This design comes from an exercise in tuning for a short achievable clock period and few clock cycles on the open sky130 flow, not from production work.
At most, simulation tests tie the RTL to the original design; equivalence was not proved.
No activity file was given, so power comes from the tool's default toggle rates.

Setup of old:
## cpu_top
module cpu_top (
    input  logic                   clk,
    input  logic                   rst,
    output logic [8-1:0] mem_addr,
    output logic [16-1:0] mem_wdata,
    output logic                   mem_we,
    output logic                   mem_req_valid,
    input  logic                   mem_req_ready,
    input  logic [16-1:0] mem_rdata,      
    output logic                   halted
);
For scale: about 9200 cells after synthesis.
export LEC_CHECK = 0
export ABC_CLOCK_PERIOD_IN_PS = 2500
export CAP_MARGIN = 20
export CORE_MARGIN = 2
export CORE_UTILIZATION = 45
export SETUP_SLACK_MARGIN = 5
export SLEW_MARGIN = 20
export TNS_END_PERCENT = 20
create_clock -name core_clock -period 10.0 [get_ports {clk}]
standard.sh (not shown) runs the stock make flow with config.mk's settings and CLKGATE_MAP_FILE= SYNTH_SCRIPT=/design/flow/synth_recipe.tcl, a recipe that flattens the netlist after the stock synthesis.
==> flow/flow/run.sh <==
#!/bin/bash
# Standard layout, with timing repair aiming well below the design's period,
# sizing free to change a cell's footprint, and port buffers that can drive
set -euo pipefail
bash standard.sh finish SETUP_SLACK_MARGIN=${MARGIN:-7.5} MATCH_CELL_FOOTPRINT=0 \
    "BUFFER_PORTS_ARGS=-buffer_cell sky130_fd_sc_hd__buf_4" > standard.log 2>&1
Testbench counts of old, summed over its fixed seeds: cycles 34,772.
#### Input delta (new over old)
diff --git a/flow/design.v b/flow/design.v
--- a/flow/design.v
+++ b/flow/design.v
@@ -191,22 +191,21 @@
     assign w_op    = ir_word[15:12];
     assign w_d     = ir_word[11:8];
     assign is_sw   = (w_op == cpu_pkg::OP_SW);
     assign is_ld   = (w_op == cpu_pkg::OP_LW);
     assign is_halt = (w_op == cpu_pkg::OP_HALT);
     assign is_cond = (w_op == cpu_pkg::OP_BIZ) || (w_op == cpu_pkg::OP_BNZ);
     assign avail      = ir_valid & !ld_wait & !halt_r;
     assign needs_port = (is_ld & !dc_hit) | is_sw | is_halt;
     assign issue_a    = avail & !(is_sw | is_ld | is_halt);
     assign issue_b    = avail & (is_sw | is_ld) & (mq_cnt != 2'd2) & !(is_sw & wb_valid);
-    assign issue      = issue_a | issue_b |
-                        (avail & is_halt & (mq_cnt == 2'd0) & !req_valid);
+    assign issue      = issue_a | issue_b;
     assign ld_miss    = is_ld & !dc_hit;
     assign d_zero = (fw && ex_d == w_d) ? fw_zero : rf_zflags[w_d];
     assign taken[1]   = (w_op == cpu_pkg::OP_BIZ) || (w_op == cpu_pkg::OP_JMP);
     assign taken[0]   = (w_op == cpu_pkg::OP_BNZ) || (w_op == cpu_pkg::OP_JMP);
     assign pc2        = pc1 + 1'b1;
     assign nxt1       = ir_nxt + 1'b1;
     assign alt1       = ir_alt + 1'b1;
     assign m_tgt  = pc1 + ir_word[7:0];
     assign m_tgt1 = pc2 + ir_word[7:0];
     assign m_pred = (w_op == cpu_pkg::OP_JMP) || (w_op == cpu_pkg::OP_BNZ) ||
@@ -384,21 +383,21 @@
             if (issue) begin
                 pc       <= d_zero ? n_pc[1]  : n_pc[0];
                 pc1      <= d_zero ? n_pc1[1] : n_pc1[0];
                 ir_valid <= d_zero ? (n_hit[1] | (fill & n_byp[1]))
                                    : (n_hit[0] | (fill & n_byp[0]));
             end else if (!ir_valid) begin
                 ir_valid <= ic_d_hit | (fill & byp_d);
             end
             ld_wait  <= (issue & ld_miss) | (ld_wait & !load_done);
             ex_valid <= issue & (!w_op[3] | (w_op == cpu_pkg::OP_LI) | (is_ld & dc_hit));
-            halt_r   <= halt_r | (issue & is_halt);
+            halt_r   <= halt_r | (avail & is_halt & (mq_cnt == 2'd0) & port_free);
         end
     end
     logic [1:0] take_a;      
     logic [1:0] take_b;
     logic       sel_a;
     logic       sel_b;
     assign take_a[1] = !ir_mem & pred_ok[1] & ic_a_hit;
     assign take_a[0] = !ir_mem & pred_ok[0] & ic_a_hit;
     assign take_b[1] = !ir_mem & !pred_ok[1] & ic_b_hit;
     assign take_b[0] = !ir_mem & !pred_ok[0] & ic_b_hit;
==> notes.md <==
| number of cells after detailed placement | higher: old |. Lower average size of a mapped cell was reported by old, not new. Taking old as the reference, in new die boundary height did not really move, first-iteration DRC count climbed 2142. new vs old — wire length of the first global-routing pass climbed slightly. Time the worst path needs with I/O delays and setup: new vs old up 0.16 ns. Between old and new, the total global-route track usage is lower for old. Diff old -> new | vias after detailed routing | increase of about 2.7%. Wire length (new over old): increase, about 1.9%. Taking old as the reference, in new worst slack at placement went up by 0.28 ns, sequential share of layout area went down by 0.86 points. Summary: with old as the reference, sequential power in new moved down by more than 10%.
Testbench counts of new, summed over its fixed seeds: cycles 34,617.

Another version of the RTL of cpu_top (not shown whole).
Size: about 2,400 cells after synthesis, ~340 flip-flops, roughly 22,000 µm² of cells after synthesis.
==> module cpu_control, before the edit <==
module cpu_control (
    input  logic                   clk,
    input  logic                   rst,
    input  logic                   mem_req_ready,
    input  logic [16-1:0] mem_rdata,
    output logic [8-1:0] mem_addr,
    output logic [16-1:0] mem_wdata,
    output logic                   mem_we,
    output logic                   mem_req_valid,
    output logic                   halted,
    output logic                   rf_we,
    output logic [3:0]             rf_waddr,
    output logic [16-1:0] rf_wdata,
    output logic                   rf_wzero,
    output logic [3:0]             rf_ra1,
    output logic [3:0]             rf_ra2,
    output logic [3:0]             rf_ra3,
    input  logic [16-1:0] rf_rd1,
    input  logic [16-1:0] rf_rd2,
    input  logic [16-1:0] rf_rd3,
    input  logic [16-1:0] rf_zflags,
    output logic [3:0]             alu_op,
    output logic [7:0]             alu_imm,
    output logic [16-1:0] alu_a,
    output logic [16-1:0] alu_b,
    input  logic [16-1:0] alu_res,
    input  logic                   alu_zero,
    output logic [8-1:0] fu_pc,
    output logic                   fu_d_zero,
    input  logic [8-1:0] fu_next_pc
);
    logic                   req_valid;
    logic [8-1:0] req_addr;
    logic                   req_we;
    logic                   req_ld;
    logic [3:0]             ex_op;
    logic [3:0]             ex_d;
    logic [7:0]             ex_imm;
    logic                   ex_valid;
    logic [16-1:0] opa;
    logic [16-1:0] opb;     
    logic [8-1:0] npc;
    logic                   halt_r;
    logic                   fetch_acc;
    logic [3:0]             f_op;
    logic [3:0]             f_d;
    logic [3:0]             f_s1;
    logic [3:0]             f_s2;
    assign mem_req_valid = req_valid;
    assign mem_addr      = req_addr;
    assign mem_we        = req_we;
    assign mem_wdata     = opb;
    assign halted        = halt_r;
    assign fetch_acc = req_valid & mem_req_ready & !req_we & !req_ld;
    assign f_op      = mem_rdata[15:12];
    assign f_d       = mem_rdata[11:8];
    assign f_s1      = mem_rdata[7:4];
    assign f_s2      = mem_rdata[3:0];
    assign alu_op   = ex_op;
    assign alu_imm  = ex_imm;
    assign alu_a    = opa;
    assign alu_b    = opb;
    assign rf_waddr = ex_d;
    assign rf_we    = ex_valid | (req_ld & mem_req_ready);
    assign rf_wdata = req_ld ? mem_rdata : alu_res;
    assign rf_wzero = req_ld ? (mem_rdata == '0) : alu_zero;
    assign rf_ra1    = f_s1;
    assign rf_ra2    = f_s2;
    assign rf_ra3    = f_d;
    assign fu_d_zero = (ex_valid & (ex_d == f_d)) ? alu_zero : rf_zflags[f_d];
    assign fu_pc     = req_addr;
    always_ff @(posedge clk or negedge rst) begin
        if (!rst) begin
            req_valid <= 1'b1;
            req_addr  <= '0;
            req_we    <= 1'b0;
            req_ld    <= 1'b0;
            ex_valid  <= 1'b0;
            halt_r    <= 1'b0;
        end else begin
            ex_valid <= fetch_acc & (!f_op[3] | (f_op == cpu_pkg::OP_LI));
            if (req_valid & mem_req_ready) begin
                if (req_we | req_ld) begin
                    req_addr <= npc;
                    req_we   <= 1'b0;
                    req_ld   <= 1'b0;
                end else begin
                    case (f_op)
                        cpu_pkg::OP_LW: begin
                            req_addr <= mem_rdata[7:0];
                            req_ld   <= 1'b1;
                        end
                        cpu_pkg::OP_SW: begin
                            req_addr <= mem_rdata[7:0];
                            req_we   <= 1'b1;
                        end
                        cpu_pkg::OP_HALT: begin
                            req_valid <= 1'b0;
                            halt_r    <= 1'b1;
                        end
                        default: req_addr <= fu_next_pc;
                    endcase
                end
            end
        end
    end
    always_ff @(posedge clk) begin
        if (fetch_acc) begin
            ex_op  <= f_op;
            ex_d   <= f_d;
            ex_imm <= mem_rdata[7:0];
            npc    <= req_addr + 1'b1;
            opa    <= (ex_valid & (ex_d == f_s1)) ? alu_res : rf_rd1;
            if (f_op == cpu_pkg::OP_SW)
                opb <= (ex_valid & (ex_d == f_d)) ? alu_res : rf_rd3;
            else
                opb <= (ex_valid & (ex_d == f_s2)) ? alu_res : rf_rd2;
        end
    end
endmodule
==> module cpu_top, before the edit <==
module cpu_top (
    input  logic                   clk,
    input  logic                   rst,
    output logic [8-1:0] mem_addr,
    output logic [16-1:0] mem_wdata,
    output logic                   mem_we,
    output logic                   mem_req_valid,
    input  logic                   mem_req_ready,
    input  logic [16-1:0] mem_rdata,      
    output logic                   halted
);
    logic                     rf_we;
    logic [3:0]               rf_waddr;
    logic [16-1:0]   rf_wdata;
    logic                     rf_wzero;
    logic [3:0]               rf_ra1;
    logic [3:0]               rf_ra2;
    logic [3:0]               rf_ra3;
    logic [16-1:0]   rf_rd1;
    logic [16-1:0]   rf_rd2;
    logic [16-1:0]   rf_rd3;
    logic [16-1:0] rf_zflags;
    logic [3:0]               alu_op;
    logic [7:0]               alu_imm;
    logic [16-1:0]   alu_a;
    logic [16-1:0]   alu_b;
    logic [16-1:0]   alu_res;
    logic                     alu_zero;
    logic [8-1:0]   fu_pc;
    logic                     fu_d_zero;
    logic [8-1:0]   fu_next_pc;
    cpu_control control_inst (
        .clk           (clk),
        .rst           (rst),
        .mem_req_ready (mem_req_ready),
        .mem_rdata     (mem_rdata),
        .mem_addr      (mem_addr),
        .mem_wdata     (mem_wdata),
        .mem_we        (mem_we),
        .mem_req_valid (mem_req_valid),
        .halted        (halted),
        .rf_we         (rf_we),
        .rf_waddr      (rf_waddr),
        .rf_wdata      (rf_wdata),
        .rf_wzero      (rf_wzero),
        .rf_ra1        (rf_ra1),
        .rf_ra2        (rf_ra2),
        .rf_ra3        (rf_ra3),
        .rf_rd1        (rf_rd1),
        .rf_rd2        (rf_rd2),
        .rf_rd3        (rf_rd3),
        .rf_zflags     (rf_zflags),
        .alu_op        (alu_op),
        .alu_imm       (alu_imm),
        .alu_a         (alu_a),
        .alu_b         (alu_b),
        .alu_res       (alu_res),
        .alu_zero      (alu_zero),
        .fu_pc         (fu_pc),
        .fu_d_zero     (fu_d_zero),
        .fu_next_pc    (fu_next_pc)
    );
    cpu_regfile regfile_inst (
        .clk    (clk),
        .rst    (rst),
        .we     (rf_we),
        .waddr  (rf_waddr),
        .wdata  (rf_wdata),
        .wzero  (rf_wzero),
        .ra1    (rf_ra1),
        .ra2    (rf_ra2),
        .ra3    (rf_ra3),
        .rd1    (rf_rd1),
        .rd2    (rf_rd2),
        .rd3    (rf_rd3),
        .zflags (rf_zflags)
    );
    cpu_execute execute_inst (
        .op   (alu_op),
        .imm  (alu_imm),
        .a    (alu_a),
        .b    (alu_b),
        .res  (alu_res),
        .zero (alu_zero)
    );
    cpu_fetch_unit fetch_inst (
        .pc      (fu_pc),
        .instr   (mem_rdata),
        .d_zero  (fu_d_zero),
        .next_pc (fu_next_pc)
    );
endmodule
clock: 10.0 ns
lec_check: 0
abc_clock_period_in_ps: 2500
cap_margin: 20
core_margin: 2
core_utilization: 40
setup_slack_margin: 5
slew_margin: 20
==> flow/flow/run.sh <==
#!/bin/bash
# Standard layout, with timing repair aiming well below the design's period
set -euo pipefail
bash standard.sh finish SETUP_SLACK_MARGIN=${MARGIN:-7.5} > standard.log 2>&1
==> next run, changes <==
--- a/flow/design.v
+++ b/flow/design.v
@@ -39,16 +39,12 @@
     output logic                   rf_wzero,
     output logic [3:0]             rf_ra1,
     output logic [3:0]             rf_ra2,
     output logic [3:0]             rf_ra3,
-    input  logic [16-1:0] rf_rd1,
-    input  logic [16-1:0] rf_rd2,
     input  logic [16-1:0] rf_rd3,
     input  logic [16-1:0] rf_zflags,
     output logic [3:0]             alu_op,
     output logic [7:0]             alu_imm,
-    output logic [16-1:0] alu_a,
-    output logic [16-1:0] alu_b,
     input  logic [16-1:0] alu_res,
     input  logic                   alu_zero,
     output logic [8-1:0] fu_pc,
     output logic                   fu_d_zero,
@@ -57,43 +53,36 @@
     logic                   req_valid;
     logic [8-1:0] req_addr;
     logic                   req_we;
     logic                   req_ld;
-    logic [3:0]             ex_op;
-    logic [3:0]             ex_d;
-    logic [7:0]             ex_imm;
+    logic [16-1:0] req_wdata;
+    logic [16-1:0] ir;
     logic                   ex_valid;
-    logic [16-1:0] opa;
-    logic [16-1:0] opb;     
     logic [8-1:0] npc;
     logic                   halt_r;
     logic                   fetch_acc;
     logic [3:0]             f_op;
     logic [3:0]             f_d;
-    logic [3:0]             f_s1;
-    logic [3:0]             f_s2;
+    logic                   haz;
     assign mem_req_valid = req_valid;
     assign mem_addr      = req_addr;
     assign mem_we        = req_we;
-    assign mem_wdata     = opb;
+    assign mem_wdata     = req_wdata;
     assign halted        = halt_r;
     assign fetch_acc = req_valid & mem_req_ready & !req_we & !req_ld;
     assign f_op      = mem_rdata[15:12];
     assign f_d       = mem_rdata[11:8];
-    assign f_s1      = mem_rdata[7:4];
-    assign f_s2      = mem_rdata[3:0];
-    assign alu_op   = ex_op;
-    assign alu_imm  = ex_imm;
-    assign alu_a    = opa;
-    assign alu_b    = opb;
-    assign rf_waddr = ex_d;
+    assign alu_op   = ir[15:12];
+    assign alu_imm  = ir[7:0];
+    assign rf_ra1   = ir[7:4];
+    assign rf_ra2   = ir[3:0];
+    assign rf_waddr = ir[11:8];
     assign rf_we    = ex_valid | (req_ld & mem_req_ready);
     assign rf_wdata = req_ld ? mem_rdata : alu_res;
     assign rf_wzero = req_ld ? (mem_rdata == '0) : alu_zero;
-    assign rf_ra1    = f_s1;
-    assign rf_ra2    = f_s2;
+    assign haz       = ex_valid & (ir[11:8] == f_d);
     assign rf_ra3    = f_d;
-    assign fu_d_zero = (ex_valid & (ex_d == f_d)) ? alu_zero : rf_zflags[f_d];
+    assign fu_d_zero = haz ? alu_zero : rf_zflags[f_d];
     assign fu_pc     = req_addr;
     always_ff @(posedge clk or negedge rst) begin
         if (!rst) begin
             req_valid <= 1'b1;
@@ -130,17 +119,11 @@
         end
     end
     always_ff @(posedge clk) begin
         if (fetch_acc) begin
-            ex_op  <= f_op;
-            ex_d   <= f_d;
-            ex_imm <= mem_rdata[7:0];
-            npc    <= req_addr + 1'b1;
-            opa    <= (ex_valid & (ex_d == f_s1)) ? alu_res : rf_rd1;
-            if (f_op == cpu_pkg::OP_SW)
-                opb <= (ex_valid & (ex_d == f_d)) ? alu_res : rf_rd3;
-            else
-                opb <= (ex_valid & (ex_d == f_s2)) ? alu_res : rf_rd2;
+            ir        <= mem_rdata;
+            npc       <= req_addr + 1'b1;
+            req_wdata <= haz ? alu_res : rf_rd3;
         end
     end
 endmodule
 `default_nettype wire
@@ -265,10 +248,8 @@
     logic [16-1:0]   rf_rd3;
     logic [16-1:0] rf_zflags;
     logic [3:0]               alu_op;
     logic [7:0]               alu_imm;
-    logic [16-1:0]   alu_a;
-    logic [16-1:0]   alu_b;
     logic [16-1:0]   alu_res;
     logic                     alu_zero;
     logic [8-1:0]   fu_pc;
     logic                     fu_d_zero;
@@ -289,16 +270,12 @@
         .rf_wzero      (rf_wzero),
         .rf_ra1        (rf_ra1),
         .rf_ra2        (rf_ra2),
         .rf_ra3        (rf_ra3),
-        .rf_rd1        (rf_rd1),
-        .rf_rd2        (rf_rd2),
         .rf_rd3        (rf_rd3),
         .rf_zflags     (rf_zflags),
         .alu_op        (alu_op),
         .alu_imm       (alu_imm),
-        .alu_a         (alu_a),
-        .alu_b         (alu_b),
         .alu_res       (alu_res),
         .alu_zero      (alu_zero),
         .fu_pc         (fu_pc),
         .fu_d_zero     (fu_d_zero),
@@ -321,10 +298,10 @@
     );
     cpu_execute execute_inst (
         .op   (alu_op),
         .imm  (alu_imm),
-        .a    (alu_a),
-        .b    (alu_b),
+        .a    (rf_rd1),
+        .b    (rf_rd2),
         .res  (alu_res),
         .zero (alu_zero)
     );
     cpu_fetch_unit fetch_inst (
Setup slack loses 1.3 ns; total power fell by a little under a tenth; maximum frequency fell by a quarter to a third; clock-buffer cell count rose by 5; area after synthesis stays flat; core utilization fell by 8.5 points; wire length fell by about a fifth; via count fell by roughly a tenth; first-iteration DRC count fell by a quarter to a third; register-to-register slack loses 1.3 ns; final cell count fell by a few percent; final area fell by roughly a tenth; die area barely changes.
No run of this note included a check of the RTL's function; only the layout flow was run.

==> re-timing with driven ports <==
How much do the figures lean on ideal ports? The routed layouts below were timed once more, with nothing changed but the port constraints. Step 1: set_driving_cell puts a clkbuf_16 on clk and a buf_2 on each other input, an assumption about the parent block. Step 2 times the ports against the registers' clock, not the clock port: input delays grow and output delays shrink by t, the midpoint of the rising clock arrivals with the driver on. a / b / c = no drivers / after step 1 / after step 2; a / b = the first two.
run	shift t [ns]	slack for setup (ns)	worst setup path at the end	clock arrival spread, ns
old	1.028	6.007 / 6.007 / 5.522	input to register	0.121 / 0.120
new	1.062	5.848 / 5.848 / 5.848	register to register	0.114 / 0.115
the first run of note 2	0.703	6.348 / 6.361 / 5.658	input to register	0.038 / 0.038
the second run of note 2	0.643	5.056 / 5.056 / 5.056	register to register	0.058 / 0.058
After both steps every run listed still meets setup and hold. For the first run of note 2, which loses most, drivers alone change the setup slack by +0.013 ns; drivers and shift together by -0.690 ns.
